Context: an optimization exercise on an open-source flow, tuned for small area, a short achievable clock period and few clock cycles. The choices shown serve that exercise and are no tape-out recipe. Where RTL was checked, it was by simulation tests only, not by an equivalence proof against the original. Power and IR drop assume default switching activity.

==> flow/design.v <==
package hist_pkg;
  localparam int sample_width = 12;
  localparam int bin_count = 64;
  localparam int bin_width = 6;
  localparam int count_width = 16;
  localparam logic [count_width-1:0] count_max = {count_width{1'b1}};
  typedef enum logic {
    op_clear = 1'b0,
    op_read  = 1'b1
  } hist_op_e;
  typedef enum logic [2:0] {
    st_run     = 3'd0,
    st_drain   = 3'd1,
    st_clear   = 3'd2,
    st_read    = 3'd3,
    st_respond = 3'd4
  } ctrl_state_e;
endpackage
`timescale 1ns/1ps
module histogram_top (
  input  logic                             port_0_clock,
  input  logic                             rst,
  input  logic                             in_valid,
  output logic                             in_ready,
  input  logic [hist_pkg::sample_width-1:0] in_sample,
  input  logic                             cmd_valid,
  output logic                             cmd_ready,
  input  logic                             cmd_op,
  input  logic [hist_pkg::bin_width-1:0]   cmd_bin,
  output logic                             rsp_valid,
  output logic [hist_pkg::count_width-1:0] rsp_count
);
  localparam int BW = hist_pkg::bin_width;
  localparam int CW = hist_pkg::count_width;
  localparam int NB = hist_pkg::bin_count;
  function automatic logic [7:0] oct(input logic [2:0] v);
    oct = 8'b0000_0001 << v;
  endfunction
  logic [CW-1:0] mem [NB];
  logic          rdy_q;
  logic          rdy_out_q;
  logic          hold_op;
  logic [BW-1:0] hold_bin;
  logic          s0_v;
  logic          s0_smp;    
  logic          s0_clr;    
  logic [BW-1:0] s0_bin;
  logic [NB-1:0] s0_row;    
  logic          s1_smp;    
  logic          s1_wclr;   
  logic          s1_cmd;    
  logic [BW-1:0] s1_bin;
  logic [CW-1:0] s1_rd_a;   
  logic [CW-1:0] s1_rd_b;   
  logic          s1_fsel;   
  logic [CW-1:0] s1_fd;     
  logic [CW-1:0] s1_old;
  logic [CW-1:0] s1_new;
  logic          s2_wclr;
  logic [7:0]    s2_hi;     
  logic [7:0]    s2_lo;     
  logic [CW-1:0] s2_data;
  logic          acc_in;
  logic          acc_cmd;
  logic [BW-1:0] nxt_bin;
  logic [CW-1:0] rd_a;
  logic [CW-1:0] rd_b;
  logic          s0_isclr;
  logic          hit1;
  logic          hit2;
  assign in_ready  = rdy_out_q;
  assign cmd_ready = rdy_out_q;
  assign acc_in  = in_valid && rdy_q;
  assign acc_cmd = cmd_valid && rdy_q;
  always_ff @(posedge port_0_clock) begin
    if (rst) begin
      rdy_q <= 1'b1;
      rdy_out_q <= 1'b1;
      s0_v <= 1'b0;
    end else begin
      rdy_q <= !(acc_in && acc_cmd);
      rdy_out_q <= !(acc_in && acc_cmd);
      s0_v <= !rdy_q || acc_in || acc_cmd;
    end
  end
  always_comb begin
    if (!rdy_q) begin
      nxt_bin = hold_bin;
    end else if (acc_in) begin
      nxt_bin = in_sample[hist_pkg::sample_width-1 -: BW];
    end else begin
      nxt_bin = cmd_bin;
    end
  end
  always_ff @(posedge port_0_clock) begin
    if (acc_cmd) begin
      hold_op <= cmd_op;
      hold_bin <= cmd_bin;
    end
    if (!rdy_q) begin
      s0_smp <= 1'b0;
      s0_clr <= !hold_op;
    end else if (acc_in) begin
      s0_smp <= 1'b1;
      s0_clr <= 1'b0;
    end else begin
      s0_smp <= 1'b0;
      s0_clr <= !cmd_op;
    end
    s0_bin <= nxt_bin;
    s0_row <= NB'(1) << nxt_bin;
  end
  always_comb begin
    rd_a = '0;
    rd_b = '0;
    for (int r = 0; r < NB/2; r++) begin
      rd_a = rd_a | (mem[r] & {CW{s0_row[r]}});
      rd_b = rd_b | (mem[NB/2+r] & {CW{s0_row[NB/2+r]}});
    end
  end
  assign s0_isclr = !s0_smp && s0_clr;
  assign hit1 = s1_smp && (s1_bin == s0_bin);
  assign hit2 = |(s2_hi & oct(s0_bin[5:3])) && |(s2_lo & oct(s0_bin[2:0]));
  always_ff @(posedge port_0_clock) begin
    if (rst) begin
      s1_smp <= 1'b0;
      s1_wclr <= 1'b0;
      s1_cmd <= 1'b0;
    end else begin
      s1_smp <= s0_v && s0_smp;
      s1_wclr <= s0_v && s0_isclr;
      s1_cmd <= s0_v && !s0_smp;
    end
  end
  always_ff @(posedge port_0_clock) begin
    s1_bin <= s0_bin;
    s1_rd_a <= rd_a;
    s1_rd_b <= rd_b;
    s1_fsel <= s0_isclr || s1_wclr || hit1 || s2_wclr || hit2;
    if (s0_isclr || s1_wclr) begin
      s1_fd <= '0;
    end else if (hit1) begin
      s1_fd <= s1_new;
    end else if (s2_wclr) begin
      s1_fd <= '0;
    end else begin
      s1_fd <= s2_data;
    end
  end
  assign s1_old = s1_fsel ? s1_fd : (s1_rd_a | s1_rd_b);
  assign s1_new = (&s1_old) ? s1_old : s1_old + 1'b1;
  always_ff @(posedge port_0_clock) begin
    if (rst) begin
      s2_wclr <= 1'b0;
      s2_hi <= '0;
      rsp_valid <= 1'b0;
    end else begin
      s2_wclr <= s1_wclr;
      s2_hi <= s1_smp ? oct(s1_bin[5:3]) : '0;
      rsp_valid <= s1_cmd;
    end
  end
  always_ff @(posedge port_0_clock) begin
    s2_lo <= oct(s1_bin[2:0]);
    s2_data <= s1_wclr ? '0 : s1_new;
    rsp_count <= s1_old;
  end
  for (genvar b = 0; b < NB; b++) begin : g_bin
    logic we;
    assign we = s2_wclr || (s2_hi[b/8] && s2_lo[b%8]);
    always_ff @(posedge port_0_clock) begin
      if (we) begin
        mem[b] <= s2_data;
      end
    end
  end
endmodule
==> flow/config.mk <==
export PLATFORM = sky130hd
export DESIGN_NAME = histogram_top
export DESIGN_NICKNAME = histogram_top
export VERILOG_FILES = /design/flow/design.v
export SDC_FILE = /design/flow/constraint.sdc
export NUM_CORES = 4
export LEC_CHECK = 0
export CAP_MARGIN = 20
export CORE_MARGIN = 2
export CORE_UTILIZATION = 60
export CTS_CLUSTER_DIAMETER = 100
export CTS_CLUSTER_SIZE = 25
export SETUP_SLACK_MARGIN = 3.0
export SLEW_MARGIN = 20
export TNS_END_PERCENT = 30
==> flow/constraint.sdc <==
create_clock -name core_clock -period 5.0 [get_ports {port_0_clock}]
set_input_delay 1.0000 -clock core_clock [delete_from_list [all_inputs] [get_ports {port_0_clock}]]
set_output_delay 1.0000 -clock core_clock [all_outputs]
set_load 0.01 [all_outputs]
run.sh (not shown) runs the stock make flow with config.mk's settings and CLKGATE_MAP_FILE= SYNTH_SCRIPT=/design/flow/synth_recipe.tcl, a recipe that flattens the netlist after the stock synthesis.
The baseline finished clean.
Testbench counts at the start, summed over its fixed seeds: cycles 23,385.
==> next run, changes <==
--- a/flow/design.v
+++ b/flow/design.v
@@ -53,8 +53,9 @@
   logic [CW-1:0] s1_rd_a;   
   logic [CW-1:0] s1_rd_b;   
   logic          s1_fsel;   
   logic [CW-1:0] s1_fd;     
+  logic [CW-1:0] s1_rdj;    
   logic [CW-1:0] s1_old;
   logic [CW-1:0] s1_new;
   logic          s2_wclr;
   logic [7:0]    s2_hi;     
@@ -146,10 +147,14 @@
     end else begin
       s1_fd <= s2_data;
     end
   end
-  assign s1_old = s1_fsel ? s1_fd : (s1_rd_a | s1_rd_b);
-  assign s1_new = (&s1_old) ? s1_old : s1_old + 1'b1;
+  function automatic logic [CW-1:0] sat_inc(input logic [CW-1:0] v);
+    sat_inc = (&v) ? v : v + 1'b1;
+  endfunction
+  assign s1_rdj = s1_rd_a | s1_rd_b;
+  assign s1_old = s1_fsel ? s1_fd : s1_rdj;
+  assign s1_new = s1_fsel ? sat_inc(s1_fd) : sat_inc(s1_rdj);
   always_ff @(posedge port_0_clock) begin
     if (rst) begin
       s2_wclr <= 1'b0;
       s2_hi <= '0;
After rerunning:
- global-route usage went down by 1.2 points
- die area grows by 0.84%
- wire length falls by 3.4%
- clock skew decreases by 0.0068 ns
- synthesized cell count climbs by 2.7%
- worst setup slack degrades by 0.018 ns
- final cell count drops by 0.96%
- synthesized area goes up by 0.86%
- final area fell by 1.8%
Testbench counts after the change, summed over its fixed seeds: cycles 23,385.

---

histogram_top, a different RTL version from the one above (not shown whole).
Size: about 2500 cells after synthesis, about 43000 µm² of cells after synthesis.
// histogram_top
module histogram_top (
  input  logic                             port_0_clock,
  input  logic                             rst,
  input  logic                             in_valid,
  output logic                             in_ready,
  input  logic [hist_pkg::sample_width-1:0] in_sample,
  input  logic                             cmd_valid,
  output logic                             cmd_ready,
  input  logic                             cmd_op,
  input  logic [hist_pkg::bin_width-1:0]   cmd_bin,
  output logic                             rsp_valid,
  output logic [hist_pkg::count_width-1:0] rsp_count
);
  localparam int BW = hist_pkg::bin_width;
  localparam int CW = hist_pkg::count_width;
  localparam int NB = hist_pkg::bin_count;
  function automatic logic [7:0] oct(input logic [2:0] v);
    oct = 8'b0000_0001 << v;
  endfunction
  logic [CW-1:0] mem [NB];
  logic          rdy_q;
  logic          rdy_out_q;
  logic          hold_op;
  logic [BW-1:0] hold_bin;
  logic          s0_v;
  logic          s0_smp;    
  logic          s0_clr;    
  logic [BW-1:0] s0_bin;
  logic [NB-1:0] s0_row;    
  logic          s1_smp;    
  logic          s1_wclr;   
  logic          s1_cmd;    
  logic [BW-1:0] s1_bin;
  logic [CW-1:0] s1_rd_a;   
  logic [CW-1:0] s1_rd_b;   
  logic          s1_fsel;   
  logic [CW-1:0] s1_fd;     
  logic [CW-1:0] s1_rdj;    
  logic [CW-1:0] s1_old;
  logic [CW-1:0] s1_new;
  logic [7:0]    s2_hi;
  logic [7:0]    s2_lo;
  logic [CW-1:0] s2_data;
  logic          acc_in;
  logic          acc_cmd;
  logic [BW-1:0] nxt_bin;
  logic [CW-1:0] rd_a;
  logic [CW-1:0] rd_b;
  logic          s0_isclr;
  logic          hit1;
  logic          hit2;
  assign in_ready  = rdy_out_q;
  assign cmd_ready = rdy_out_q;
  assign acc_in  = in_valid && rdy_q;
  assign acc_cmd = cmd_valid && rdy_q;
  always_ff @(posedge port_0_clock) begin
    if (rst) begin
      rdy_q <= 1'b1;
  ...
==> module histogram_top, before the edit <==
module histogram_top (
  input  logic                             port_0_clock,
  input  logic                             rst,
  input  logic                             in_valid,
  output logic                             in_ready,
  input  logic [hist_pkg::sample_width-1:0] in_sample,
  input  logic                             cmd_valid,
  output logic                             cmd_ready,
  input  logic                             cmd_op,
  input  logic [hist_pkg::bin_width-1:0]   cmd_bin,
  output logic                             rsp_valid,
  output logic [hist_pkg::count_width-1:0] rsp_count
);
  localparam int BW = hist_pkg::bin_width;
  localparam int CW = hist_pkg::count_width;
  localparam int NB = hist_pkg::bin_count;
  function automatic logic [7:0] oct(input logic [2:0] v);
    oct = 8'b0000_0001 << v;
  endfunction
  logic [CW-1:0] mem [NB];
  logic          rdy_q;
  logic          rdy_out_q;
  logic          hold_op;
  logic [BW-1:0] hold_bin;
  logic          s0_v;
  logic          s0_smp;    
  logic          s0_clr;    
  logic [BW-1:0] s0_bin;
  logic [NB-1:0] s0_row;    
  logic          s1_smp;    
  logic          s1_wclr;   
  logic          s1_cmd;    
  logic [BW-1:0] s1_bin;
  logic [CW-1:0] s1_rd_a;   
  logic [CW-1:0] s1_rd_b;   
  logic          s1_fsel;   
  logic [CW-1:0] s1_fd;     
  logic [CW-1:0] s1_rdj;    
  logic [CW-1:0] s1_old;
  logic [CW-1:0] s1_new;
  logic [7:0]    s2_hi;
  logic [7:0]    s2_lo;
  logic [CW-1:0] s2_data;
  logic          acc_in;
  logic          acc_cmd;
  logic [BW-1:0] nxt_bin;
  logic [CW-1:0] rd_a;
  logic [CW-1:0] rd_b;
  logic          s0_isclr;
  logic          hit1;
  logic          hit2;
  assign in_ready  = rdy_out_q;
  assign cmd_ready = rdy_out_q;
  assign acc_in  = in_valid && rdy_q;
  assign acc_cmd = cmd_valid && rdy_q;
  always_ff @(posedge port_0_clock) begin
    if (rst) begin
      rdy_q <= 1'b1;
      rdy_out_q <= 1'b1;
      s0_v <= 1'b0;
    end else begin
      rdy_q <= !(acc_in && acc_cmd);
      rdy_out_q <= !(acc_in && acc_cmd);
      s0_v <= !rdy_q || acc_in || acc_cmd;
    end
  end
  always_comb begin
    if (!rdy_q) begin
      nxt_bin = hold_bin;
    end else if (acc_in) begin
      nxt_bin = in_sample[hist_pkg::sample_width-1 -: BW];
    end else begin
      nxt_bin = cmd_bin;
    end
  end
  always_ff @(posedge port_0_clock) begin
    if (acc_cmd) begin
      hold_op <= cmd_op;
      hold_bin <= cmd_bin;
    end
    if (!rdy_q) begin
      s0_smp <= 1'b0;
      s0_clr <= !hold_op;
    end else if (acc_in) begin
      s0_smp <= 1'b1;
      s0_clr <= 1'b0;
    end else begin
      s0_smp <= 1'b0;
      s0_clr <= !cmd_op;
    end
    s0_bin <= nxt_bin;
    s0_row <= NB'(1) << nxt_bin;
  end
  always_comb begin
    rd_a = '0;
    rd_b = '0;
    for (int r = 0; r < NB/2; r++) begin
      rd_a = rd_a | (mem[r] & {CW{s0_row[r]}});
      rd_b = rd_b | (mem[NB/2+r] & {CW{s0_row[NB/2+r]}});
    end
  end
  assign s0_isclr = !s0_smp && s0_clr;
  assign hit1 = s1_smp && (s1_bin == s0_bin);
  assign hit2 = |(s2_hi & oct(s0_bin[5:3])) && |(s2_lo & oct(s0_bin[2:0]));
  always_ff @(posedge port_0_clock) begin
    if (rst) begin
      s1_smp <= 1'b0;
      s1_wclr <= 1'b0;
      s1_cmd <= 1'b0;
    end else begin
      s1_smp <= s0_v && s0_smp;
      s1_wclr <= s0_v && s0_isclr;
      s1_cmd <= s0_v && !s0_smp;
    end
  end
  always_ff @(posedge port_0_clock) begin
    s1_bin <= s0_bin;
    s1_rd_a <= rd_a;
    s1_rd_b <= rd_b;
    s1_fsel <= s0_isclr || s1_wclr || hit1 || hit2;
    if (s0_isclr || s1_wclr) begin
      s1_fd <= '0;
    end else if (hit1) begin
      s1_fd <= s1_new;
    end else begin
      s1_fd <= s2_data;
    end
  end
  function automatic logic [CW-1:0] sat_inc(input logic [CW-1:0] v);
    sat_inc = (&v) ? v : v + 1'b1;
  endfunction
  assign s1_rdj = s1_rd_a | s1_rd_b;
  assign s1_old = s1_fsel ? s1_fd : s1_rdj;
  assign s1_new = s1_fsel ? sat_inc(s1_fd) : sat_inc(s1_rdj);
  always_ff @(posedge port_0_clock) begin
    if (rst) begin
      s2_hi <= '0;
      rsp_valid <= 1'b0;
    end else begin
      s2_hi <= s1_wclr ? 8'hff : s1_smp ? oct(s1_bin[5:3]) : '0;
      rsp_valid <= s1_cmd;
    end
  end
  always_ff @(posedge port_0_clock) begin
    s2_lo <= s1_wclr ? 8'hff : oct(s1_bin[2:0]);
    s2_data <= s1_wclr ? '0 : s1_new;
    rsp_count <= s1_old;
  end
  for (genvar b = 0; b < NB; b++) begin : g_bin
    logic we;
    assign we = s2_hi[b/8] && s2_lo[b%8];
    always_ff @(posedge port_0_clock) begin
      if (we) begin
        mem[b] <= s2_data;
      end
    end
  end
endmodule
clock: 5.0 ns
lec_check: 0
cap_margin: 40
core_margin: 2
core_utilization: 60
cts_cluster_diameter: 100
cts_cluster_size: 25
setup_slack_margin: 3.0
slew_margin: 60
tns_end_percent: 30
==> next run, changes <==
--- a/flow/design.v
+++ b/flow/design.v
@@ -57,8 +57,9 @@
   logic [CW-1:0] s1_rdj;    
   logic [CW-1:0] s1_old;
   logic [CW-1:0] s1_new;
-  logic [7:0]    s2_hi;
-  logic [7:0]    s2_lo;
+  logic          s2_wclr;
+  logic [7:0]    s2_hi;     
+  logic [7:0]    s2_lo;     
   logic [CW-1:0] s2_data;
   logic          acc_in;
   logic          acc_cmd;
@@ -136,11 +137,13 @@
     s1_bin <= s0_bin;
     s1_rd_a <= rd_a;
     s1_rd_b <= rd_b;
-    s1_fsel <= s0_isclr || s1_wclr || hit1 || hit2;
+    s1_fsel <= s0_isclr || s1_wclr || hit1 || s2_wclr || hit2;
     if (s0_isclr || s1_wclr) begin
       s1_fd <= '0;
     end else if (hit1) begin
       s1_fd <= s1_new;
+    end else if (s2_wclr) begin
+      s1_fd <= '0;
     end else begin
       s1_fd <= s2_data;
     end
@@ -153,21 +156,23 @@
   assign s1_new = s1_fsel ? sat_inc(s1_fd) : sat_inc(s1_rdj);
   always_ff @(posedge port_0_clock) begin
     if (rst) begin
+      s2_wclr <= 1'b0;
       s2_hi <= '0;
       rsp_valid <= 1'b0;
     end else begin
-      s2_hi <= s1_wclr ? 8'hff : s1_smp ? oct(s1_bin[5:3]) : '0;
+      s2_wclr <= s1_wclr;
+      s2_hi <= s1_smp ? oct(s1_bin[5:3]) : '0;
       rsp_valid <= s1_cmd;
     end
   end
   always_ff @(posedge port_0_clock) begin
-    s2_lo <= s1_wclr ? 8'hff : oct(s1_bin[2:0]);
+    s2_lo <= oct(s1_bin[2:0]);
     s2_data <= s1_wclr ? '0 : s1_new;
     rsp_count <= s1_old;
   end
   for (genvar b = 0; b < NB; b++) begin : g_bin
     logic we;
-    assign we = s2_hi[b/8] && s2_lo[b%8];
+    assign we = s2_wclr || (s2_hi[b/8] && s2_lo[b%8]);
     always_ff @(posedge port_0_clock) begin
       if (we) begin
         mem[b] <= s2_data;
Setup slack gains 0.019 ns.
Wire length fell by 4.3%.
Combinational power drops by about 4%.
Sequential cell count went up by 1.
Clock skew is lower by 0.012 ns.
Cell area is lower by about 0.9%.
Hold slack gains 0.0052 ns.
Cell count came out lower by about 2.5%.
Power is about the same.
Testbench counts after the change, summed over its fixed seeds: cycles 23,385.
Function not checked in the first run of this note: the RTL went through the layout flow alone.

[afterwards: timing with drivers on the ports]
The flow's constraints put no driver on any port. The routed layouts listed below were extracted and timed again, unchanged, in two steps. Step 1 assumes that a clkbuf_16 drives the clock port and a buf_2 every other input. Step 2 also shifts input and output timing later by t, the mid clock arrival at the registers, as if the neighbouring blocks saw the same clock. Three values: no drivers, after step 1, after step 2; two values: the first two.
run | shift t [ns] | slack for setup (ns) | clock arrival spread, ns
the first run of note 1 | 0.724 | 2.797 / 2.787 / 2.308 | 0.033 / 0.033
the second run of note 1 | 0.717 | 2.779 / 2.779 / 2.360 | 0.028 / 0.028
the first run of note 2 | 0.727 | 2.862 / 2.800 / 2.361 | 0.041 / 0.040
the second run of note 2 | 0.722 | 2.880 / 2.808 / 2.313 | 0.029 / 0.029
After both steps every run listed still meets setup and hold. The setup slack of the second run of note 2, which loses most, moves by -0.072 ns with the drivers and by -0.567 ns with both steps.
